From an optimization exercise on the open Yosys and OpenROAD flow, aimed at small area, a short achievable clock period and few clock cycles per item; shortcuts taken in it are not production practice.
In this exercise RTL edits were held to simulation tests only and were not proved equivalent to the original.
Power figures rest on the tool's default switching activity, not on a simulated workload.

==> job 5652: inputs <==
==> flow/design.v <==
`default_nettype none
package dmem_ctrl_pkg;
  localparam logic [2:0] F3_B  = 3'b000;
  localparam logic [2:0] F3_H  = 3'b001;
  localparam logic [2:0] F3_W  = 3'b010;
  localparam logic [2:0] F3_BU = 3'b100;
  localparam logic [2:0] F3_HU = 3'b101;
  localparam int STATE_W = 2;
  localparam logic [STATE_W-1:0] S_IDLE = 2'd0;
  localparam logic [STATE_W-1:0] S_WAIT = 2'd1;
  localparam logic [STATE_W-1:0] S_RESP = 2'd2;
endpackage
`default_nettype wire
`default_nettype none
import dmem_ctrl_pkg::*;
module dmem_lane_fmt
(
  input  logic        we,
  input  logic [2:0]  funct3,
  input  logic [1:0]  addr_lo,
  input  logic [31:0] wdata,
  output logic [3:0]  byte_en,
  output logic [31:0] wdata_lane,
  output logic        err
);
  logic w_illegal;
  logic w_misaligned;
  always_comb begin
    w_illegal    = 1'b0;
    w_misaligned = 1'b0;
    byte_en      = 4'b0000;
    wdata_lane   = wdata;
    case (funct3)
      F3_B: begin
        byte_en    = 4'b0001 << addr_lo;
        wdata_lane = {4{wdata[7:0]}};
      end
      F3_H: begin
        w_misaligned = addr_lo[0];
        byte_en      = addr_lo[1] ? 4'b1100 : 4'b0011;
        wdata_lane   = {2{wdata[15:0]}};
      end
      F3_W: begin
        w_misaligned = |addr_lo;
        byte_en      = 4'b1111;
      end
      F3_BU: w_illegal = we;
      F3_HU: begin
        w_illegal    = we;
        w_misaligned = addr_lo[0];
      end
      default: w_illegal = 1'b1;
    endcase
    err = w_illegal | w_misaligned;
    if (err || !we) byte_en = 4'b0000;
  end
endmodule
module dmem_load_ext
(
  input  logic        zero,
  input  logic [2:0]  funct3,
  input  logic [1:0]  addr_lo,
  input  logic [31:0] rdata_raw,
  output logic [31:0] rdata_ext
);
  logic [7:0]  w_byte;
  logic [15:0] w_half;
  always_comb begin
    case (addr_lo)
      2'd0: w_byte = rdata_raw[7:0];
      2'd1: w_byte = rdata_raw[15:8];
      2'd2: w_byte = rdata_raw[23:16];
      default: w_byte = rdata_raw[31:24];
    endcase
    w_half = addr_lo[1] ? rdata_raw[31:16] : rdata_raw[15:0];
    case (funct3)
      F3_B:    rdata_ext = {{24{w_byte[7]}}, w_byte};
      F3_H:    rdata_ext = {{16{w_half[15]}}, w_half};
      F3_BU:   rdata_ext = {24'h0, w_byte};
      F3_HU:   rdata_ext = {16'h0, w_half};
      default: rdata_ext = rdata_raw;
    endcase
    if (zero) rdata_ext = 32'h0;
  end
endmodule
`default_nettype wire
`default_nettype none
import dmem_ctrl_pkg::*;
module dmem_ctrl
#(
  parameter  int DEPTH       = 64,
  parameter  int WAIT_STATES = 0,
  localparam int ADDR_W      = $clog2(DEPTH) + 2
) (
  input  logic              clk,
  input  logic              rst_n,
  input  logic              req_valid,
  output logic              req_ready,
  input  logic              req_we,
  input  logic [2:0]        req_funct3,
  input  logic [ADDR_W-1:0] req_addr,
  input  logic [31:0]       req_wdata,
  output logic              rsp_valid,
  input  logic              rsp_ready,
  output logic [31:0]       rsp_rdata,
  output logic              rsp_err
);
  localparam int IDX_W = ADDR_W - 2;
  logic               s2_v;
  logic               s2_zero;
  logic               s2_err;
  logic [2:0]         s2_f3;
  logic [1:0]         s2_lo;
  logic [31:0]        s2_raw;
  logic               s3_v;
  logic               s3_err;
  logic [31:0]        s3_rdata;
  logic               sk_v;
  logic               sk_err;
  logic [31:0]        sk_rdata;
  logic               r_ready;
  logic [31:0]        r_mem [0:DEPTH-1];
  logic               w_take;
  logic               w_accept;
  logic               w_s2_move;
  logic               w_s3_load;
  logic               w_sk_load;
  logic               w_s2_v_nxt;
  logic               w_s3_v_nxt;
  logic               w_sk_v_nxt;
  logic [IDX_W-1:0]   w_idx;
  logic [3:0]         w_byte_en;
  logic [31:0]        w_wdata_lane;
  logic               w_err;
  logic [DEPTH-1:0]   w_sel;
  logic [31:0]        w_rd;
  logic [31:0]        w_rdata_ext;
  assign req_ready = r_ready;
  assign rsp_valid = s3_v;
  assign rsp_rdata = s3_rdata;
  assign rsp_err   = s3_err;
  assign w_take    = s3_v && rsp_ready;
  assign w_accept  = req_valid && r_ready && rst_n;
  assign w_s2_move = s2_v && !(s3_v && sk_v && !w_take);
  assign w_s3_load = !s3_v || w_take;
  assign w_sk_load = w_s2_move && (sk_v || (s3_v && !w_take));
  always_comb begin
    w_s3_v_nxt = s3_v;
    w_sk_v_nxt = sk_v;
    if (w_s3_load) begin
      w_s3_v_nxt = sk_v || s2_v;
      w_sk_v_nxt = sk_v && s2_v;
    end else if (w_s2_move) begin
      w_sk_v_nxt = 1'b1;
    end
    w_s2_v_nxt = w_accept || (s2_v && !w_s2_move);
  end
  always_ff @(posedge clk or negedge rst_n) begin
    if (!rst_n) begin
      s2_v    <= 1'b0;
      s3_v    <= 1'b0;
      sk_v    <= 1'b0;
      r_ready <= 1'b0;
    end else begin
      s2_v    <= w_s2_v_nxt;
      s3_v    <= w_s3_v_nxt;
      sk_v    <= w_sk_v_nxt;
      r_ready <= !(w_s2_v_nxt && w_s3_v_nxt && w_sk_v_nxt);
    end
  end
  assign w_idx = req_addr[ADDR_W-1:2];
  dmem_lane_fmt u_lane_fmt (
    .we         (req_we),
    .funct3     (req_funct3),
    .addr_lo    (req_addr[1:0]),
    .wdata      (req_wdata),
    .byte_en    (w_byte_en),
    .wdata_lane (w_wdata_lane),
    .err        (w_err)
  );
  always_comb begin
    w_rd = 32'h0;
    for (int i = 0; i < DEPTH; i++) begin
      w_sel[i] = (w_idx == IDX_W'(i));
      w_rd     = w_rd | (r_mem[i] & {32{w_sel[i]}});
    end
  end
  always_ff @(posedge clk) begin
    for (int i = 0; i < DEPTH; i++) begin
      for (int b = 0; b < 4; b++) begin
        if (w_accept && w_sel[i] && w_byte_en[b]) r_mem[i][8*b +: 8] <= w_wdata_lane[8*b +: 8];
      end
    end
  end
  always_ff @(posedge clk) begin
    if (w_accept) begin
      s2_raw  <= w_rd;
      s2_err  <= w_err;
      s2_zero <= w_err | req_we;
      s2_f3   <= req_funct3;
      s2_lo   <= req_addr[1:0];
    end
  end
  dmem_load_ext u_load_ext (
    .zero      (s2_zero),
    .funct3    (s2_f3),
    .addr_lo   (s2_lo),
    .rdata_raw (s2_raw),
    .rdata_ext (w_rdata_ext)
  );
  always_ff @(posedge clk) begin
    if (w_s3_load) begin
      s3_rdata <= sk_v ? sk_rdata : w_rdata_ext;
      s3_err   <= sk_v ? sk_err   : s2_err;
    end
    if (w_sk_load) begin
      sk_rdata <= w_rdata_ext;
      sk_err   <= s2_err;
    end
  end
endmodule
`default_nettype wire
==> flow/run.sh <==
#!/bin/bash
# synth_recipe.tcl (not shown) runs the flow's synth.tcl, then flattens the netlist and writes it again
# the make line also repeats each setting of config.mk as NAME=value (left out here)
make -C /OpenROAD-flow-scripts/flow DESIGN_CONFIG=/design/flow/config.mk WORK_HOME=/design/flow/orfs CLKGATE_MAP_FILE= SYNTH_SCRIPT=/design/flow/synth_recipe.tcl finish
==> flow/config.mk <==
export PLATFORM = sky130hd
export DESIGN_NAME = dmem_ctrl
export DESIGN_NICKNAME = dmem_ctrl
export VERILOG_FILES = /design/flow/design.v
export SDC_FILE = /design/flow/constraint.sdc
export NUM_CORES = 4
export LEC_CHECK = 0
export CAP_MARGIN = 20
export CORE_MARGIN = 2
export CORE_UTILIZATION = 40
export CTS_CLUSTER_DIAMETER = 80
export CTS_CLUSTER_SIZE = 25
export SETUP_SLACK_MARGIN = 2.4
export SLEW_MARGIN = 20
==> flow/constraint.sdc <==
create_clock -name core_clock -period 5.0 [get_ports {clk}]
set_input_delay 1.0000 -clock core_clock [delete_from_list [all_inputs] [get_ports {clk}]]
set_output_delay 1.0000 -clock core_clock [all_outputs]
set_load 0.01 [all_outputs]
==> job 6723: changes against job 5652 <==
--- a/flow/design.v
+++ b/flow/design.v
@@ -83,2 +83,66 @@
     if (zero) rdata_ext = 32'h0;
+  end
+endmodule
+`default_nettype wire
+`default_nettype none
+module dmem_g_aoi222 (input logic a1, a2, b1, b2, c1, c2, output logic y);
+  assign y = !((a1 & a2) | (b1 & b2) | (c1 & c2));
+endmodule
+module dmem_g_nand4 (input logic a, b, c, d, output logic y);
+  assign y = !(a & b & c & d);
+endmodule
+module dmem_g_nand3 (input logic a, b, c, output logic y);
+  assign y = !(a & b & c);
+endmodule
+module dmem_g_nand2 (input logic a, b, output logic y);
+  assign y = !(a & b);
+endmodule
+module dmem_g_nor2 (input logic a, b, output logic y);
+  assign y = !(a | b);
+endmodule
+module dmem_rd_bit
+(
+  input  logic [63:0] d,
+  input  logic [63:0] sel,
+  output logic        y
+);
+  logic [21:0] l1;    
+  logic [5:0]  l2;    
+  logic [2:0]  l3;
+  for (genvar k = 0; k < 21; k++) begin : g_l1
+    dmem_g_aoi222 u (.a1(d[3*k]), .a2(sel[3*k]), .b1(d[3*k+1]), .b2(sel[3*k+1]),
+                     .c1(d[3*k+2]), .c2(sel[3*k+2]), .y(l1[k]));
+  end
+  dmem_g_nand2 u_l1 (.a(d[63]), .b(sel[63]), .y(l1[21]));
+  for (genvar j = 0; j < 5; j++) begin : g_l2
+    dmem_g_nand4 u (.a(l1[4*j]), .b(l1[4*j+1]), .c(l1[4*j+2]), .d(l1[4*j+3]), .y(l2[j]));
+  end
+  dmem_g_nand2 u_l2 (.a(l1[20]), .b(l1[21]), .y(l2[5]));
+  for (genvar j = 0; j < 3; j++) begin : g_l3
+    dmem_g_nor2 u (.a(l2[2*j]), .b(l2[2*j+1]), .y(l3[j]));
+  end
+  dmem_g_nand3 u_l4 (.a(l3[0]), .b(l3[1]), .c(l3[2]), .y(y));
+endmodule
+module dmem_sel
+(
+  input  logic [5:0]   idx,
+  input  logic [3:0]   wbe_n,
+  output logic [63:0]  sel,
+  output logic [255:0] we
+);
+  logic [7:0]  lo;
+  logic [7:0]  hi;
+  logic [63:0] sel_n;
+  always_comb begin
+    for (int k = 0; k < 8; k++) begin
+      lo[k] = (idx[2:0] == 3'(k));
+      hi[k] = (idx[5:3] == 3'(k));
+    end
+  end
+  for (genvar i = 0; i < 64; i++) begin : g_w
+    dmem_g_nand2 u_sn (.a(hi[i/8]), .b(lo[i%8]), .y(sel_n[i]));
+    dmem_g_nor2  u_s  (.a(!hi[i/8]), .b(!lo[i%8]), .y(sel[i]));
+    for (genvar b = 0; b < 4; b++) begin : g_b
+      dmem_g_nor2 u_we (.a(sel_n[i]), .b(wbe_n[b]), .y(we[4*i+b]));
+    end
   end
@@ -134,3 +198,2 @@
   logic               w_err;
-  logic [DEPTH-1:0]   w_sel;
   logic [31:0]        w_rd;
@@ -142,3 +205,3 @@
   assign w_take    = s3_v && rsp_ready;
-  assign w_accept  = req_valid && r_ready && rst_n;
+  assign w_accept  = req_valid && r_ready;
   assign w_s2_move = s2_v && !(s3_v && sk_v && !w_take);
@@ -180,8 +243,18 @@
   );
-  always_comb begin
-    w_rd = 32'h0;
-    for (int i = 0; i < DEPTH; i++) begin
-      w_sel[i] = (w_idx == IDX_W'(i));
-      w_rd     = w_rd | (r_mem[i] & {32{w_sel[i]}});
-    end
+  logic [63:0]      w_sel;
+  logic [255:0]     w_we;
+  logic [3:0]       w_wbe_n;
+  assign w_wbe_n = ~(w_byte_en & {4{w_accept}});
+  dmem_sel u_sel (
+    .idx   (w_idx),
+    .wbe_n (w_wbe_n),
+    .sel   (w_sel),
+    .we    (w_we)
+  );
+  for (genvar b = 0; b < 32; b++) begin : g_rd
+    logic [63:0] d;
+    for (genvar i = 0; i < DEPTH; i++) begin : g_d
+      assign d[i] = r_mem[i][b];
+    end
+    dmem_rd_bit u_rd (.d(d), .sel(w_sel), .y(w_rd[b]));
   end
@@ -190,3 +263,3 @@
       for (int b = 0; b < 4; b++) begin
-        if (w_accept && w_sel[i] && w_byte_en[b]) r_mem[i][8*b +: 8] <= w_wdata_lane[8*b +: 8];
+        if (w_we[4*i+b]) r_mem[i][8*b +: 8] <= w_wdata_lane[8*b +: 8];
       end
--- a/flow/config.mk
+++ b/flow/config.mk
@@ -12,3 +12,4 @@
 export CTS_CLUSTER_SIZE = 25
-export SETUP_SLACK_MARGIN = 2.4
+export SETUP_SLACK_MARGIN = 2.6
 export SLEW_MARGIN = 20
+export SYNTH_HIERARCHICAL = 1
==> job 6524: changes against job 5652 <==
--- a/flow/design.v
+++ b/flow/design.v
@@ -83,2 +83,68 @@
     if (zero) rdata_ext = 32'h0;
+  end
+endmodule
+`default_nettype wire
+`default_nettype none
+module dmem_g_oai22 (input logic a1, a2, b1, b2, output logic y);
+  assign y = !((a1 | a2) & (b1 | b2));
+endmodule
+module dmem_g_nor4 (input logic a, b, c, d, output logic y);
+  assign y = !(a | b | c | d);
+endmodule
+module dmem_g_nand4 (input logic a, b, c, d, output logic y);
+  assign y = !(a & b & c & d);
+endmodule
+module dmem_g_nand3 (input logic a, b, c, output logic y);
+  assign y = !(a & b & c);
+endmodule
+module dmem_g_nand2 (input logic a, b, output logic y);
+  assign y = !(a & b);
+endmodule
+module dmem_g_nor2 (input logic a, b, output logic y);
+  assign y = !(a | b);
+endmodule
+module dmem_rd_bit
+(
+  input  logic [63:0] d_n,
+  input  logic [63:0] sel_n,
+  output logic        y
+);
+  logic [31:0] l1;
+  logic [15:0] l2;
+  logic [7:0]  l3;
+  logic [3:0]  l4;
+  for (genvar k = 0; k < 32; k++) begin : g_l1
+    dmem_g_oai22 u (.a1(d_n[2*k]), .a2(sel_n[2*k]), .b1(d_n[2*k+1]), .b2(sel_n[2*k+1]), .y(l1[k]));
+  end
+  for (genvar j = 0; j < 16; j++) begin : g_l2
+    dmem_g_nor2 u (.a(l1[2*j]), .b(l1[2*j+1]), .y(l2[j]));
+  end
+  for (genvar j = 0; j < 8; j++) begin : g_l3
+    dmem_g_nand2 u (.a(l2[2*j]), .b(l2[2*j+1]), .y(l3[j]));
+  end
+  for (genvar j = 0; j < 4; j++) begin : g_l4
+    dmem_g_nor2 u (.a(l3[2*j]), .b(l3[2*j+1]), .y(l4[j]));
+  end
+  dmem_g_nand4 u_l5 (.a(l4[0]), .b(l4[1]), .c(l4[2]), .d(l4[3]), .y(y));
+endmodule
+module dmem_sel
+(
+  input  logic [5:0]   idx,
+  input  logic [3:0]   wbe_n,
+  output logic [255:0] sel_n,
+  output logic [255:0] we
+);
+  logic [7:0] lo;
+  logic [7:0] hi;
+  always_comb begin
+    for (int k = 0; k < 8; k++) begin
+      lo[k] = (idx[2:0] == 3'(k));
+      hi[k] = (idx[5:3] == 3'(k));
+    end
+  end
+  for (genvar i = 0; i < 64; i++) begin : g_w
+    for (genvar b = 0; b < 4; b++) begin : g_b
+      dmem_g_nand2 u_sn (.a(hi[i/8]), .b(lo[i%8]), .y(sel_n[4*i+b]));
+      dmem_g_nor2  u_we (.a(sel_n[4*i+b]), .b(wbe_n[b]), .y(we[4*i+b]));
+    end
   end
@@ -121,3 +187,3 @@
   logic               r_ready;
-  logic [31:0]        r_mem [0:DEPTH-1];
+  logic [31:0]        r_mem_n [0:DEPTH-1];    
   logic               w_take;
@@ -134,3 +200,2 @@
   logic               w_err;
-  logic [DEPTH-1:0]   w_sel;
   logic [31:0]        w_rd;
@@ -142,3 +207,3 @@
   assign w_take    = s3_v && rsp_ready;
-  assign w_accept  = req_valid && r_ready && rst_n;
+  assign w_accept  = req_valid && r_ready;
   assign w_s2_move = s2_v && !(s3_v && sk_v && !w_take);
@@ -180,8 +245,20 @@
   );
-  always_comb begin
-    w_rd = 32'h0;
-    for (int i = 0; i < DEPTH; i++) begin
-      w_sel[i] = (w_idx == IDX_W'(i));
-      w_rd     = w_rd | (r_mem[i] & {32{w_sel[i]}});
-    end
+  logic [255:0]     w_sel_n;
+  logic [255:0]     w_we;
+  logic [3:0]       w_wbe_n;
+  assign w_wbe_n = ~(w_byte_en & {4{w_accept}});
+  dmem_sel u_sel (
+    .idx   (w_idx),
+    .wbe_n (w_wbe_n),
+    .sel_n (w_sel_n),
+    .we    (w_we)
+  );
+  for (genvar b = 0; b < 32; b++) begin : g_rd
+    logic [63:0] d;
+    logic [63:0] s;
+    for (genvar i = 0; i < DEPTH; i++) begin : g_d
+      assign d[i] = r_mem_n[i][b];
+      assign s[i] = w_sel_n[4*i + b/8];
+    end
+    dmem_rd_bit u_rd (.d_n(d), .sel_n(s), .y(w_rd[b]));
   end
@@ -190,3 +267,3 @@
       for (int b = 0; b < 4; b++) begin
-        if (w_accept && w_sel[i] && w_byte_en[b]) r_mem[i][8*b +: 8] <= w_wdata_lane[8*b +: 8];
+        if (w_we[4*i+b]) r_mem_n[i][8*b +: 8] <= ~w_wdata_lane[8*b +: 8];
       end
--- a/flow/config.mk
+++ b/flow/config.mk
@@ -9,6 +9,7 @@
 export CORE_MARGIN = 2
-export CORE_UTILIZATION = 40
+export CORE_UTILIZATION = 60
 export CTS_CLUSTER_DIAMETER = 80
 export CTS_CLUSTER_SIZE = 25
-export SETUP_SLACK_MARGIN = 2.4
+export SETUP_SLACK_MARGIN = 2.6
 export SLEW_MARGIN = 20
+export SYNTH_HIERARCHICAL = 1
==> comparison <==
Against job 6723, the design area of job 5652 is larger by about 9%.
The highest clock skew belongs to job 6723, the lowest to job 6524.
Between job 6524 and job 6723, the lower worst setup slack is in job 6723 (gap 450 ps).
Hold slack, lowest first: job 5652, job 6723, job 6524.
Against job 6723, the register-to-register slack of job 6524 is better by 70 ps.
Sequential power is about the same in job 6524 and job 6723.
Critical path depth is the same in job 5652 and job 6723.
Total power, highest first: job 6723, job 6524, job 5652.
Between job 6524 and job 5652, the lower die area is in job 6524 (gap about 33%, measured against job 5652).
Sequential share of layout area: job 5652 < job 6723 < job 6524.
Non-clock buffer count: job 6524 is lower than job 5652 (648).
Testbench counts of job 5652, summed over its fixed seeds: cycles 16,016, items 16,000.
Testbench counts of job 6723, summed over its fixed seeds: cycles 16,016, items 16,000.
Testbench counts of job 6524, summed over its fixed seeds: cycles 16,016, items 16,000.

[what the ideal ports hide]
The results above use ideal ports. As a check the final layouts listed here were re-extracted and re-timed, cells and wires unchanged.
Step 1, drivers: a clkbuf_16 drives clk and a buf_2 each remaining input, both assumed.
Step 2 also shifts input and output timing later by t, the mid clock arrival at the registers, as if the neighbouring blocks saw the same clock.
Slacks: ideal ports / drivers / drivers and shift; pairs: ideal ports / drivers.
run | t (ns) | setup slack, ns | worst hold slack (ns) | worst register clock-pin slew, ns | worst data-port slew with drivers (ns)
job 5652 | 0.888 | 2.162 / 2.173 / 1.285 | 0.051 / -0.014 / 0.463 | 0.11 / 0.11 | 0.17
job 6723 | 0.854 | 2.018 / 2.015 / 1.161 | 0.388 / 0.350 / 0.462 | 0.10 / 0.10 | 0.26
job 6524 | 0.811 | 2.467 / 2.387 / 1.741 | 0.547 / 0.547 / 0.547 | 0.10 / 0.10 | 0.26
After both steps every run listed still meets setup and hold. The setup slack of job 5652, which loses most, moves by +0.011 ns with the drivers and by -0.877 ns with both steps.
